Context: an optimization exercise on an open-source flow, tuned for small area, a short achievable clock period and few clock cycles. The choices shown serve that exercise and are no tape-out recipe.
The RTL was checked by simulation tests, not by an equivalence proof against the original design.
Power is estimated from default activity; no workload was simulated.

==> flow/design.v (excerpt) <==
module mips_multiciclo #(
    parameter logic [31:0] RESET_PC   = 32'h0000_0000,
    parameter int          MEM_ADDR_W = 32,
    parameter int          NUM_REGS   = mips_mc_pkg::c_NUM_REGS
) (
    input  logic                  clk,
    input  logic                  reset,
    output logic                  mem_req,
    output logic                  mem_we,
    output logic [MEM_ADDR_W-1:0] mem_addr,
    output logic [31:0]           mem_wdata,
    input  logic [31:0]           mem_rdata,
    input  logic                  mem_ready,
    output logic [31:0]           pc_out,
    output logic [31:0]           instr_out,
    output logic                  instr_done,
    output logic                  halted
);
Size: ~5500 cells after synthesis, ~1300 flip-flops, ~170 I/O pins.
export LEC_CHECK = 0
export CAP_MARGIN = 20
export CORE_MARGIN = 2
export CORE_UTILIZATION = 50
export CTS_BUF_LIST = sky130_fd_sc_hd__clkbuf_8
export SLEW_MARGIN = 20
create_clock -name core_clock -period 10.0 [get_ports {clk}]
standard.sh (not shown) runs the stock make flow with config.mk's settings and CLKGATE_MAP_FILE= SYNTH_SCRIPT=/design/flow/synth_recipe.tcl, a recipe that flattens the netlist after the stock synthesis.
==> flow/flow/run.sh <==
#!/bin/bash
set -o pipefail
export BUFFER_PORTS_ARGS="-buffer_cell sky130_fd_sc_hd__buf_4"
bash standard.sh SETUP_SLACK_MARGIN=6 finish > standard.log 2>&1
Testbench counts at the start, summed over its fixed seeds: cycles 35,620.
Change:
--- a/flow/design.v
+++ b/flow/design.v
@@ -34,46 +34,41 @@
     input  logic [4:0]  i_raddr_b,
     output logic [31:0] o_rdata_a,
     output logic [31:0] o_rdata_b,
     input  logic        i_we,
     input  logic [4:0]  i_waddr,
     input  logic [31:0] i_wdata,
     output logic [31:0] o_r31             
 );
     logic [31:0]         r_regs [NUM_REGS];
     logic [NUM_REGS-1:0] r_valid;
-    logic [NUM_REGS-1:0] w_sel_a, w_sel_b, w_wen;
-    logic                w_byp_a, w_byp_b;
-    assign w_byp_a = i_we && (i_waddr != 5'd0) && (i_waddr == i_raddr_a);
-    assign w_byp_b = i_we && (i_waddr != 5'd0) && (i_waddr == i_raddr_b);
+    logic [NUM_REGS-1:0] w_sel_a, w_sel_b;
     assign r_regs[0] = '0;
     always_ff @(posedge clk) begin
         if (reset) begin
             r_valid <= '0;
         end else if (i_we && (i_waddr != 5'd0)) begin
             r_valid[i_waddr] <= 1'b1;
         end
     end
     for (genvar i = 1; i < NUM_REGS; i++) begin : g_reg
-        assign w_wen[i] = i_we && (i_waddr == i);
         always_ff @(posedge clk) begin
-            if (w_wen[i]) r_regs[i] <= i_wdata;
+            if (i_we && (i_waddr == i)) r_regs[i] <= i_wdata;
         end
     end
-    assign w_wen[0] = 1'b0;
     assign o_r31 = {32{r_valid[NUM_REGS-1]}} & r_regs[NUM_REGS-1];
     always_comb begin
-        o_rdata_a = {32{w_byp_a}} & i_wdata;
-        o_rdata_b = {32{w_byp_b}} & i_wdata;
+        o_rdata_a = '0;
+        o_rdata_b = '0;
         for (int i = 1; i < NUM_REGS; i++) begin
-            w_sel_a[i] = (i_raddr_a == i) && r_valid[i] && !w_wen[i];
-            w_sel_b[i] = (i_raddr_b == i) && r_valid[i] && !w_wen[i];
+            w_sel_a[i] = (i_raddr_a == i) && r_valid[i];
+            w_sel_b[i] = (i_raddr_b == i) && r_valid[i];
             o_rdata_a  = o_rdata_a | ({32{w_sel_a[i]}} & r_regs[i]);
             o_rdata_b  = o_rdata_b | ({32{w_sel_b[i]}} & r_regs[i]);
         end
         w_sel_a[0] = 1'b0;
         w_sel_b[0] = 1'b0;
     end
 endmodule
 `default_nettype wire
 `default_nettype none
 import mips_mc_pkg::*;
@@ -155,20 +150,21 @@
                    ({32{d_sel_slt  && w_nm}} & {31'd0, w_lt}) |
                    ({32{d_sel_and  && w_nm}} & (r_a & r_op2)) |
                    ({32{d_sel_or   && w_nm}} & (r_a | r_op2)) |
                    ({32{d_sel_nor  && w_nm}} & ~(r_a | r_op2)) |
                    ({32{d_sel_sll  && w_nm}} & w_shl) |
                    ({32{d_sel_srl  && w_nm}} & w_shr) |
                    ({32{d_sel_lui  && w_nm}} & {r_ir[15:0], 16'h0000}) |
                    ({32{d_sel_link && w_nm}} & r_pc4) |
                    ({32{r_mph}}              & mem_rdata);
     logic        w_ex, w_fire, w_mdone, w_commit, w_halt, w_eq, w_taken, w_mispred;
+    logic        w_fwd_a, w_fwd_b;
     logic [31:0] w_redir, w_resume;
     logic [31:2] w_bt;
     assign w_ex      = r_v && !r_mph;
     assign w_fire    = !r_mph && !r_halt && mem_ready;
     assign w_mdone   = r_mph && mem_ready;
     assign w_commit  = w_fire && w_ex && !d_ill;
     assign w_halt    = w_fire && w_ex && d_ill;
     assign w_eq      = (r_a == r_b);
     assign w_taken   = (d_beq && w_eq) || (d_bne && !w_eq);
     assign w_mispred = w_ex && (((d_beq || d_bne) && (w_taken != d_pt)) ||
@@ -190,22 +186,24 @@
         .reset     (reset),
         .i_raddr_a (f_rs),
         .i_raddr_b (f_rt),
         .o_rdata_a (w_rf_a),
         .o_rdata_b (w_rf_b),
         .i_we      (w_rf_we),
         .i_waddr   (w_rf_waddr),
         .i_wdata   (w_rf_wdata),
         .o_r31     (w_r31)
     );
-    assign w_a_next = w_rf_a;
-    assign w_b_next = w_rf_b;
+    assign w_fwd_a  = w_ex && d_wr && (d_dst == f_rs);
+    assign w_fwd_b  = w_ex && d_wr && (d_dst == f_rt);
+    assign w_a_next = w_fwd_a ? w_res : w_rf_a;
+    assign w_b_next = w_fwd_b ? w_res : w_rf_b;
     logic [31:0] w_op2_next;
     assign w_op2_next = f_rtype ? w_b_next :
                         ((f_op == OP_ANDI) || (f_op == OP_ORI)) ? {16'h0000, mem_rdata[15:0]} :
                         {{16{mem_rdata[15]}}, mem_rdata[15:0]};
     logic [31:0] w_fa4;
     logic [30:0] w_bt_c;
     logic        f_pt;
     logic [16:0] w_lo_bt, w_lo_inc;
     logic [13:0] w_hi, w_hi_p1, w_hi_m1, w_hi_bt;
     assign w_hi     = r_maddr[31:18];
The changed run finished with timing, DRC and antenna clean.
Hold slack barely changes.
Total power went down by 1.3%.
Clock power hardly moves.
Design area went down by 0.92%.
Wire length went down by 4.1%.
Core utilization went up by 0.27 points.
Worst setup slack hardly moves.
Combinational power went down by about 6%.
Testbench counts after the change, summed over its fixed seeds: cycles 35,620.

==> separate check: timing with driven ports <==
The flow's constraints put no driver on any port. The routed layouts listed below were extracted and timed again, unchanged, in two steps. Step 1 sets driving cells, clkbuf_16 on the clock port and buf_2 on the other inputs (assumed; they add their load-dependent delay and slew). Step 2 also shifts input and output timing later by t, the mid clock arrival at the registers, as if the neighbouring blocks saw the same clock. Slacks: ideal ports / drivers / drivers and shift; pairs: ideal ports / drivers.
run | t, ns | setup slack, ns | worst hold slack (ns) | worst setup path at the end | pins driven straight from the clock port
the first run | 1.096 | 5.700 / 5.700 / 4.671 | 0.454 / 0.454 / 0.454 | input to register | 1
the second run | 1.040 | 5.697 / 5.697 / 4.802 | 0.453 / 0.453 / 0.453 | input to register | 1
After both steps setup and hold are still met in every run listed. The setup slack of the first run, which loses most, moves by 0.000 ns with the drivers and by -1.029 ns with both steps.
